Context: an optimization exercise on an open-source flow, tuned for small area, a short achievable clock period and few clock cycles per item. The choices shown serve that exercise and are no tape-out recipe.
Where RTL was checked, it was by simulation tests only, not by an equivalence proof against the original.
Power is estimated from default activity; no workload was simulated.

JK:
Design tdm_slot_timer_unit, start of the top module:
module tdm_slot_timer_unit (
   input  logic        clock,
   input  logic        reset,
   input  logic        req_valid,
   output logic        req_ready,
   input  logic [47:0] req_now_time,
   output logic        rsp_valid,
   input  logic        rsp_ready,
   output logic [1:0]  rsp_current_slot,
   output logic        rsp_is_own,
   output logic [48:0] rsp_next_own_start,
   output logic [32:0] rsp_wait_time,
   output logic        rsp_error,
   input  logic        csr_we,
   input  logic [2:0]  csr_index,
   input  logic [15:0] csr_wdata
);
   logic [15:0] end0, end1, end2, end3;
   logic [1:0]  cm1;
   logic [1:0]  own;
   logic [15:0] end0_n, end1_n, end2_n, end3_n;
   logic [1:0]  cm1_n, own_n;
   always_comb begin
      end0_n = end0;
      end1_n = end1;
      end2_n = end2;
      end3_n = end3;
      cm1_n  = cm1;
      own_n  = own;
      if (reset) begin
         end0_n = 16'd1;
         end1_n = 16'd2;
         end2_n = 16'd3;
         end3_n = 16'd4;
         cm1_n  = 2'd3;
         own_n  = 2'd0;
      end else if (csr_we) begin
         if (csr_index == 3'd0) end0_n = csr_wdata;
         if (csr_index == 3'd1) end1_n = csr_wdata;
         if (csr_index == 3'd2) end2_n = csr_wdata;
         if (csr_index == 3'd3) end3_n = csr_wdata;
         if (csr_index == 3'd4) cm1_n = (csr_wdata[2:0] == 3'd0) ? 2'd0 :
                                        csr_wdata[2] ? 2'd3 : 2'(csr_wdata[1:0] - 2'd1);
         if (csr_index == 3'd5) own_n = csr_wdata[1:0];
      end
   end
   always_ff @(posedge clock) begin
      end0 <= end0_n;
      end1 <= end1_n;
      end2 <= end2_n;
  ...
export LEC_CHECK = 0
export CAP_MARGIN = 20
export CORE_MARGIN = 2
export CORE_UTILIZATION = 40
export SLEW_MARGIN = 20
create_clock -name core_clock -period 10.0 [get_ports {clock}]
standard.sh (not shown) runs the stock make flow with config.mk's settings and CLKGATE_MAP_FILE= SYNTH_SCRIPT=/design/flow/synth_recipe.tcl, a recipe that flattens the netlist after the stock synthesis.
==> flow/flow/run.sh <==
#!/bin/bash
# Standard layout, with these changes to how it is made:
#  - ports are buffered with buf_4 cells;
#  - the repair steps aim at a larger setup margin but work on the worst
#    endpoints only;
#  - clock tree sinks are clustered in larger groups.
set -euo pipefail
bash standard.sh SETUP_SLACK_MARGIN=6.5 TNS_END_PERCENT=5 \
  CTS_CLUSTER_SIZE=25 CTS_CLUSTER_DIAMETER=100 \
  BUFFER_PORTS_ARGS="-buffer_cell sky130_fd_sc_hd__buf_4" finish > standard.log 2>&1
Testbench counts of JK, summed over its fixed seeds: cycles 8,144, items 8,000.
Modified inputs, MS compared to JK
diff --git a/flow/design.v b/flow/design.v
--- a/flow/design.v
+++ b/flow/design.v
@@ -188,25 +188,25 @@
    wire s0_2_co = (s0_2_g[0] | s0_2_p[0]);
    assign d0_2 = {s0_2_s, tr0[0]};
    wire ge0_2 = s0_2_co & hzp[1];
    logic [1:0] d0_3;
    wire [1:0] s0_3_x = tr0;
    wire [1:0] s0_3_y = ~m3p[1:0];
    wire [1:0] s0_3_g = s0_3_x & s0_3_y;
    wire [1:0] s0_3_p = s0_3_x ^ s0_3_y;
    wire s0_3_G2 = s0_3_g[1] | (s0_3_p[1] & (s0_3_g[0] | s0_3_p[0]));
    wire [1:0] s0_3_s = s0_3_p ^ {(s0_3_g[0] | s0_3_p[0]), 1'b1};
    wire s0_3_co = s0_3_G2;
    assign d0_3 = s0_3_s;
-   wire ge0_3 = s0_3_co & hzp[1];
+   wire ge0_3 = s0_3_co & hz3p[2];
    logic [1:0] q0;
    assign q0 = ge0_3 ? d0_3[1:0] : ge0_2 ? d0_2[1:0] : ge0_1 ? d0_1[1:0] : tr0[1:0];
    wire [1:0] rn0 = q0;
    logic [3:0] tr2;
    assign tr2 = {r0, n0[45], n0[44]};
    logic [3:0] d2_1;
    wire [3:0] s2_1_x = tr2;
    wire [3:0] s2_1_y = ~m1[3:0];
    wire [3:0] s2_1_g = s2_1_x & s2_1_y;
    wire [3:0] s2_1_p = s2_1_x ^ s2_1_y;
    wire s2_1_G3 = s2_1_g[1] | (s2_1_p[1] & (s2_1_g[0] | s2_1_p[0]));
    wire s2_1_G4 = s2_1_g[3] | (s2_1_p[3] & s2_1_g[2]);
Findings:
- Quantity of gates resized following cts for MS: 9 down relative to JK
- Changes observed in MS relative to JK: adder-cell area share of the yosys netlist dropped 0.19 points; detailed-route wire length moved up; number of cells on the critical path decreased 4; area after synthesis increased by about 0.56% relative to the old numbers.
No functional check of the RTL was part of MS.

tdm_slot_timer_unit, a different RTL version from the one above (not shown whole).
Size in the first run: ~160 I/O pins, roughly 64000 um2 of cells after synthesis.
==> flow/design.v (excerpt) <==
module tdm_slot_timer_unit (
   input  logic        clock,
   input  logic        reset,
   input  logic        req_valid,
   output logic        req_ready,
   input  logic [47:0] req_now_time,
   output logic        rsp_valid,
   input  logic        rsp_ready,
   output logic [1:0]  rsp_current_slot,
   output logic        rsp_is_own,
   output logic [48:0] rsp_next_own_start,
   output logic [32:0] rsp_wait_time,
   output logic        rsp_error,
   input  logic        csr_we,
   input  logic [2:0]  csr_index,
   input  logic [15:0] csr_wdata
);
   logic [15:0] end0, end1, end2, end3;
   logic [1:0]  cm1;
   logic [1:0]  own;
   logic [15:0] end0_n, end1_n, end2_n, end3_n;
   logic [1:0]  cm1_n, own_n;
   always_comb begin
      end0_n = end0;
      end1_n = end1;
      end2_n = end2;
      end3_n = end3;
      cm1_n  = cm1;
      own_n  = own;
      if (reset) begin
         end0_n = 16'd1;
         end1_n = 16'd2;
         end2_n = 16'd3;
         end3_n = 16'd4;
         cm1_n  = 2'd3;
         own_n  = 2'd0;
      end else if (csr_we) begin
         if (csr_index == 3'd0) end0_n = csr_wdata;
         if (csr_index == 3'd1) end1_n = csr_wdata;
         if (csr_index == 3'd2) end2_n = csr_wdata;
         if (csr_index == 3'd3) end3_n = csr_wdata;
         if (csr_index == 3'd4) cm1_n = (csr_wdata[2:0] == 3'd0) ? 2'd0 :
                                        csr_wdata[2] ? 2'd3 : 2'(csr_wdata[1:0] - 2'd1);
         if (csr_index == 3'd5) own_n = csr_wdata[1:0];
      end
   end
   always_ff @(posedge clock) begin
      end0 <= end0_n;
      end1 <= end1_n;
      end2 <= end2_n;
      end3 <= end3_n;
      cm1  <= cm1_n;
      own  <= own_n;
   end
   logic [15:0] cyc;       
   logic        cz;        
   logic [15:0] ooff;      
   logic [16:0] c1;        
   logic        err;       
   logic [17:0] c3;        
   logic [15:1] hz;        
   logic [17:1] hz3;       
   logic [15:0] cycn;
   logic [17:0] c3n;
   logic [15:1] hzn;
   logic [17:1] hz3n;
   logic [15:0] cyc_d, ooff_d;
   logic [17:0] c3_d;
   always_comb begin
  ...
==> flow/config.mk <==
export PLATFORM = sky130hd
export DESIGN_NAME = tdm_slot_timer_unit
export DESIGN_NICKNAME = tdm_slot_timer_unit
export VERILOG_FILES = /design/flow/design.v
export SDC_FILE = /design/flow/constraint.sdc
export NUM_CORES = 4
export LEC_CHECK = 0
export CAP_MARGIN = 20
export CORE_MARGIN = 2
export CORE_UTILIZATION = 40
export SLEW_MARGIN = 20
==> flow/constraint.sdc <==
create_clock -name core_clock -period 10.0 [get_ports {clock}]
set_input_delay 2.0000 -clock core_clock [delete_from_list [all_inputs] [get_ports {clock}]]
set_output_delay 2.0000 -clock core_clock [all_outputs]
set_load 0.01 [all_outputs]
Scripts as last shown in full above: flow/flow/run.sh
Testbench counts at the start, summed over its fixed seeds: cycles 8,144, items 8,000.
==> next run, changes <==
--- a/flow/design.v
+++ b/flow/design.v
@@ -2696,13 +2696,14 @@
    assign g0 = phi & cmp0_co;
    assign g1 = phi & cmp1_co & (cm1 >= 2'd1);
    assign g2 = phi & cmp2_co & (cm1 >= 2'd2);
    assign g3 = phi & cmp3_co & (cm1 == 2'd3);
    assign pcur = g0 ? 2'd0 : g1 ? 2'd1 : g2 ? 2'd2 : g3 ? 2'd3 : cm1;
    assign plap = ~((g0 & (own >= 2'd1)) | (g1 & (own >= 2'd2)) | (g2 & (own == 2'd3)));
-   assign pown = (pcur == own) & ~err;
+   wire gown = (own == 2'd0) ? g0 : (own == 2'd1) ? g1 : (own == 2'd2) ? g2 : g3;
+   assign pown = plap & (gown | (~(g0 | g1 | g2 | g3) & (cm1 == own))) & ~err;
    assign pfz  = n15[15:0] == 16'd0;
    wire [17:0] ada_x = {2'b0, ooff};
    wire [17:0] ada_y = {2'b11, ~pr};
    wire [17:0] ada_g = ada_x & ada_y;
    wire [17:0] ada_p = ada_x ^ ada_y;
    wire ada_G1281 = ada_g[1] | (ada_p[1] & (ada_g[0] | (ada_p[0] & pfz)));
@@ -2977,12 +2978,13 @@
       if (head) begin
          hwait_n = ~leave;
          hcnt_n  = 5'd16;
       end
    end
    logic [68:0] out_q;
+   logic        out_e;     
    always_ff @(posedge clock) begin
       if (reset) begin
          v0 <= 1'b0;
          v1 <= 1'b0;
          v2 <= 1'b0;
          v3 <= 1'b0;
@@ -3068,15 +3070,16 @@
       sz <= ~phi | err;
       sf <= pfz;
       sd <= pd;
    end
    always_ff @(posedge clock) begin
       if (out_free) out_q <= res;
+      if (out_free) out_e <= err;
       if (take & again) ih_n <= req_now_time;
    end
    assign rsp_valid          = out_v;
    assign rsp_current_slot   = out_q[68:67];
    assign rsp_is_own         = out_q[66];
    assign rsp_next_own_start = {out_q[65:33], 16'd0};
    assign rsp_wait_time      = out_q[32:0];
-   assign rsp_error          = err;
+   assign rsp_error          = out_e;
 endmodule
Outcome: Cell count rises by a few percent; die area rises slightly; combinational power barely changes; via count barely changes; critical path depth rises by 11; utilization is about the same; design area rises slightly; wire length falls slightly.
Function not checked in the second run of this note: the RTL went through the layout flow alone.

== the baseline ==
Another version of the RTL of tdm_slot_timer_unit (not shown whole).
Size in the first run: ~6100 cells after synthesis, about 1400 flip-flops, roughly 160 I/O pins.
Settings: LEC_CHECK=0, CAP_MARGIN=20, CORE_MARGIN=2, CORE_UTILIZATION=40, SLEW_MARGIN=20; clock period 10.0 ns.
Scripts as last shown in full above: flow/flow/run.sh
Input-level comparison between the candidate and the baseline:
--- a/flow/design.v
+++ b/flow/design.v
@@ -2825,23 +2825,23 @@
    assign pdb  = adb_s;
    assign pd   = plap ? pdb : pda;
    logic [1:0]  sc;
    logic        so, sz, sf;
    logic [17:0] sd;
    logic [32:0] pstart;
    logic [32:0] pwait;
    logic [15:0] pnf;
    logic [68:0] res;
-   wire [32:0] ads_x = (cz | err) ? 33'd0 : {1'b0, n16[47:16]};
-   wire [32:0] ads_y = err ? 33'd0 : cz ? {17'd0, ooff} : {{15{sd[17]}}, sd};
+   wire [32:0] ads_x = {1'b0, n16[47:16]};
+   wire [32:0] ads_y = {{15{sd[17]}}, sd};
    wire [32:0] ads_g = ads_x & ads_y;
    wire [32:0] ads_p = ads_x ^ ads_y;
-   wire ads_G1351 = ads_g[1] | (ads_p[1] & (ads_g[0] | (ads_p[0] & (~(cz | err) & ~sf))));
+   wire ads_G1351 = ads_g[1] | (ads_p[1] & (ads_g[0] | (ads_p[0] & ~sf)));
    wire ads_G1352 = ads_g[3] | (ads_p[3] & ads_g[2]);
    wire ads_P1352 = ads_p[3] & ads_p[2];
    wire ads_G1353 = ads_g[5] | (ads_p[5] & ads_g[4]);
    wire ads_P1353 = ads_p[5] & ads_p[4];
    wire ads_G1354 = ads_g[7] | (ads_p[7] & ads_g[6]);
    wire ads_P1354 = ads_p[7] & ads_p[6];
    wire ads_G1355 = ads_g[9] | (ads_p[9] & ads_g[8]);
    wire ads_P1355 = ads_p[9] & ads_p[8];
    wire ads_G1356 = ads_g[11] | (ads_p[11] & ads_g[10]);
@@ -2959,21 +2959,21 @@
    wire ads_G1423 = ads_G1407 | (ads_P1407 & ads_G1406);
    wire ads_G1424 = ads_G1408 | (ads_P1408 & ads_G1406);
    wire ads_G1425 = ads_G1409 | (ads_P1409 & ads_G1406);
    wire ads_G1426 = ads_G1410 | (ads_P1410 & ads_G1406);
    wire ads_G1427 = ads_G1411 | (ads_P1411 & ads_G1406);
    wire ads_G1428 = ads_G1412 | (ads_P1412 & ads_G1406);
    wire ads_G1429 = ads_G1413 | (ads_P1413 & ads_G1406);
    wire ads_G1430 = ads_G1414 | (ads_P1414 & ads_G1406);
    wire ads_G1431 = ads_g[32] | (ads_p[32] & ads_G1430);
-   wire [32:0] ads_s = ads_p ^ {ads_G1430, ads_G1429, ads_G1428, ads_G1427, ads_G1426, ads_G1425, ads_G1424, ads_G1423, ads_G1422, ads_G1421, ads_G1420, ads_G1419, ads_G1418, ads_G1417, ads_G1416, ads_G1415, ads_G1406, ads_G1405, ads_G1404, ads_G1403, ads_G1402, ads_G1401, ads_G1400, ads_G1399, ads_G1386, ads_G1385, ads_G1384, ads_G1383, ads_G1368, ads_G1367, ads_G1351, (ads_g[0] | (ads_p[0] & (~(cz | err) & ~sf))), (~(cz | err) & ~sf)};
+   wire [32:0] ads_s = ads_p ^ {ads_G1430, ads_G1429, ads_G1428, ads_G1427, ads_G1426, ads_G1425, ads_G1424, ads_G1423, ads_G1422, ads_G1421, ads_G1420, ads_G1419, ads_G1418, ads_G1417, ads_G1416, ads_G1415, ads_G1406, ads_G1405, ads_G1404, ads_G1403, ads_G1402, ads_G1401, ads_G1400, ads_G1399, ads_G1386, ads_G1385, ads_G1384, ads_G1383, ads_G1368, ads_G1367, ads_G1351, (ads_g[0] | (ads_p[0] & ~sf)), ~sf};
    wire ads_co = ads_G1431;
-   assign pstart = ads_s;
+   assign pstart = err ? 33'd0 : cz ? {17'd0, ooff} : ads_s;
    assign pnf    = 16'd0 - n16[15:0];
    assign pwait  = (sz | sd[17]) ? 33'd0 : {sd[16:0], pnf};
    assign res    = {sc, so, pstart, pwait};
    logic         hwait_n;
    logic [4:0]   hcnt_n;
    logic         skid_n;
    always_comb begin
       hwait_n = hwait;
       hcnt_n  = hcnt - 5'd1;
Notes after the runs:
For the net switching power figure, the candidate came in 0.32% higher than the baseline did. [compare] base=the baseline new=the candidate: sequential share of layout area has remained practically unchanged; global-route usage has decreased; placed wire-length estimate has decreased; final area has remained practically unchanged; flip-flop and latch count has remained practically unchanged. Of the candidate and the baseline, the run reporting the higher via count of the first global-routing pass was the candidate. On total power, the candidate and the baseline are basically level. Run comparison: the candidate termination of the worst setup path r14[9]; the baseline termination of the worst setup path r8[5].
Testbench counts of the candidate, summed over its fixed seeds: cycles 8,144, items 8,000.
The RTL of the baseline was laid out without a check of its function.

-- what the ideal ports hide --
The flow's constraints put no driver on any port. The routed layouts listed below were extracted and timed again, unchanged, in two steps. Step 1: set_driving_cell puts a clkbuf_16 on clock and a buf_2 on each other input, an assumption about the parent block. Step 2 also shifts input and output timing later by t, the mid clock arrival at the registers, as if the neighbouring blocks saw the same clock. a / b / c = ideal ports / drivers / drivers and shift; a / b = the first two.
run	shift t [ns]	setup WS [ns]	hold slack, ns	worst data-port slew with drivers (ns)	cell pins on the clock port's net
JK	0.787	6.253 / 6.253 / 5.933	0.304 / 0.304 / 0.304	0.09	1
MS	0.776	6.048 / 6.048 / 5.416	0.309 / 0.309 / 0.309	0.12	1
the first run of note 2	0.780	6.453 / 6.366 / 5.892	0.316 / 0.316 / 0.316	0.05	1
the second run of note 2	0.767	6.423 / 6.423 / 5.715	0.308 / 0.308 / 0.308	0.07	1
the baseline	0.779	6.266 / 6.266 / 5.956	0.313 / 0.313 / 0.313	0.11	1
the candidate	0.776	6.406 / 6.356 / 6.147	0.313 / 0.313 / 0.313	0.09	1
After both steps setup and hold are still met in every run listed. The setup slack of the second run of note 2, which loses most, moves by 0.000 ns with the drivers and by -0.708 ns with both steps.
